This is an optimization exercise on Yosys and OpenROAD, whose aim is small area and a short achievable clock period, not a production implementation.
The RTL was checked by simulation tests, not by an equivalence proof against the original design.
The clock port is modelled as an ideal driver; clocking choices that lean on that would not hold on a real chip.
No activity file was given, so power comes from the tool's default toggle rates.

// mem_slave
module mem_slave #(
  parameter int unsigned WIDTH       = 16,
  parameter int unsigned DEPTH       = 64,
  parameter int unsigned ADDR_WIDTH  = $clog2(DEPTH),
  parameter int unsigned WAIT_CYCLES = 2
) (
  input  logic                  clk,
  input  logic                  res,
  input  logic                  bus_wr_rd,
  input  logic [ADDR_WIDTH-1:0] bus_addr,
  input  logic [WIDTH-1:0]      bus_wdata,
  input  logic                  bus_valid,
  output logic                  bus_ready,
  output logic [WIDTH-1:0]      bus_rdata,
  output logic                  bus_rdata_vld
);
Settings: LEC_CHECK=0, ABC_CLOCK_PERIOD_IN_PS=2000, CAP_MARGIN=20, CORE_MARGIN=2, CORE_UTILIZATION=40, CTS_CLUSTER_DIAMETER=80, CTS_CLUSTER_SIZE=25, SETUP_SLACK_MARGIN=3.0, SLEW_MARGIN=20, SYNTH_HIERARCHICAL=1; clock period 5.0 ns.
standard.sh (not shown) runs the stock make flow with config.mk's settings and CLKGATE_MAP_FILE= SYNTH_SCRIPT=/design/flow/synth_recipe.tcl, a recipe that flattens the netlist after the stock synthesis.
==> flow/flow/run.sh <==
#!/bin/bash
set -euo pipefail
R=orfs/results/${FLOW_PLATFORM}/mem_slave/base
bash standard.sh cts > std_cts.log 2>&1
cp $R/4_cts.odb $R/4_cts_orig.odb
openroad -no_init -exit flow/clkroot.tcl > clkroot.log 2>&1
bash standard.sh finish > std_finish.log 2>&1
Other scripts of this flow, unchanged in this note and not shown: flow/flow/clkroot.tcl
==> next run, changes <==
--- a/flow/design.v
+++ b/flow/design.v
@@ -98,17 +98,17 @@
   input  logic [ADDR_WIDTH-1:0] bus_addr,
   input  logic [WIDTH-1:0]      bus_wdata,
   input  logic                  bus_valid,
   output logic                  bus_ready,
   output logic [WIDTH-1:0]      bus_rdata,
   output logic                  bus_rdata_vld
 );
   localparam int N6 = 10;   
-  logic             ready_q, w1_q, w2_q, rq1_q, rq2_q, pend_q;
+  logic             ready_q, w1_q, w2_q, rq1_q, rq2_q, rq3_q, pend_q;
   logic             rdt_q, rdb_q;
   logic [5:0]       ph6_q;       
   logic [3:0]       ph4_q;
   logic             we_q;
   logic [N6:0]      rsel_q;      
   logic [5:0]       o6_q;        
   logic [3:0]       o4_q;        
   logic [3:0]       tsel_q;      
@@ -257,44 +257,45 @@
       ph6_q       <= {ph6_q[4:0], ph6_q[5]};
       ph4_q       <= {ph4_q[2:0], ph4_q[3]};
       rdata_vld_q <= w2_q && !we_q;
       if (rdt_q) rdata_q <= rd_word;
       else if (rdb_q) rdata_q <= rdbuf_q;
     end
     rq1_q <= res;
     rq2_q <= rq1_q;
+    rq3_q <= rq2_q;
   end
   always_ff @(posedge clk) begin
     if (ready_q) begin
       we_q    <= bus_wr_rd;
       rsel_q  <= rdec;
       o6_q    <= oh6;
       o4_q    <= oh4;
         wdata_q <= bus_wdata;
     end
     {smatch_q, tsel_q} <= ctl_d;
-    rdbuf_q <= rd_word;
+    rdbuf_q <= rq3_q ? '0 : rd_word;
   end
   logic [N6:0] wr0, wr1, q0, q1, nwr0, nwr1, sel0, keep0, ws1, wk1;
   always_comb begin
     for (int r = 0; r <= N6; r++) begin
       wr0[r]  = pend_q && rsel_q[r] && smatch_q[0];
       wr1[r]  = pend_q && rsel_q[r] && smatch_q[1];
-      q0[r]   = rq1_q || rq2_q || wr0[r];
-      q1[r]   = rq1_q || rq2_q || wr1[r];
+      q0[r]   = rq1_q || rq2_q || rq3_q || wr0[r];
+      q1[r]   = rq1_q || rq2_q || rq3_q || wr1[r];
     end
     nwr0 = ~wr0;
     nwr1 = ~wr1;
   end
   for (genvar r = 0; r <= N6; r++) begin : g_ws
-    ms_nor2 u_sel0  (.a(res), .b(nwr0[r]), .y(sel0[r]));
-    ms_nor2 u_keep0 (.a(res), .b(q0[r]),   .y(keep0[r]));
-    ms_or2  u_ws1   (.a(res), .b(q1[r]),   .y(ws1[r]));
-    ms_or2  u_wk1   (.a(res), .b(nwr1[r]), .y(wk1[r]));
+    ms_nor2 u_sel0  (.a(1'b0), .b(nwr0[r]), .y(sel0[r]));
+    ms_nor2 u_keep0 (.a(1'b0), .b(q0[r]),   .y(keep0[r]));
+    ms_or2  u_ws1   (.a(1'b0), .b(q1[r]),   .y(ws1[r]));
+    ms_or2  u_wk1   (.a(1'b0), .b(nwr1[r]), .y(wk1[r]));
   end
   logic [WIDTH-1:0] d6s0 [N6];
   logic [WIDTH-1:0] d6s1 [N6];
   logic [WIDTH-1:0] d4s0, d4s1;
   for (genvar r = 0; r < N6; r++) begin : g_slot
     ms_aoi22 #(.W(WIDTH)) u_s0 (
       .a1(m6_q[r][5]), .a2({WIDTH{keep0[r]}}), .b1(wdata_q), .b2({WIDTH{sel0[r]}}), .y(d6s0[r]));
     ms_oai22 #(.W(WIDTH)) u_s1 (
After rerunning: Worst hold slack is better by 0.021 ns. Utilization went up by 0.87 points. Cell area went up by about 2%. Global-route usage went up by 1.9 points. First-iteration DRC count went up by 18%. Die area is about the same. Routed wire length went up by about 8%. Total power went up by about 0.4%. Non-clock buffer count went up by 8. Clock-buffer cell count went up by 1. Setup slack is better by 0.026 ns. Fmax went up by 1.3%. Sequential share of layout area went down by 1.1 points. Via count went up by about 3%.

re-timing with driven ports:
No port has a modelled driver above. Below, the same layouts with a new extraction and two added sets of constraints. Step 1 sets driving cells, clkbuf_16 on the clock port and buf_2 on the other inputs (assumed; they add their load-dependent delay and slew). Step 2 also shifts input and output timing later by t, the mid clock arrival at the registers, as if the neighbouring blocks saw the same clock. a / b / c = ideal ports / drivers / drivers and shift; a / b = the first two.
run | shift t [ns] | setup slack, ns | slew at the worst register clock pin (ns) | worst data-port slew with drivers (ns)
the first run | 0.580 | 2.924 / 2.876 / 2.450 | 0.10 / 0.10 | 0.06
the second run | 0.566 | 2.951 / 2.884 / 2.514 | 0.10 / 0.10 | 0.08
After both steps setup and hold are still met in every run listed. The setup slack of the first run, which loses most, moves by -0.048 ns with the drivers and by -0.474 ns with both steps.
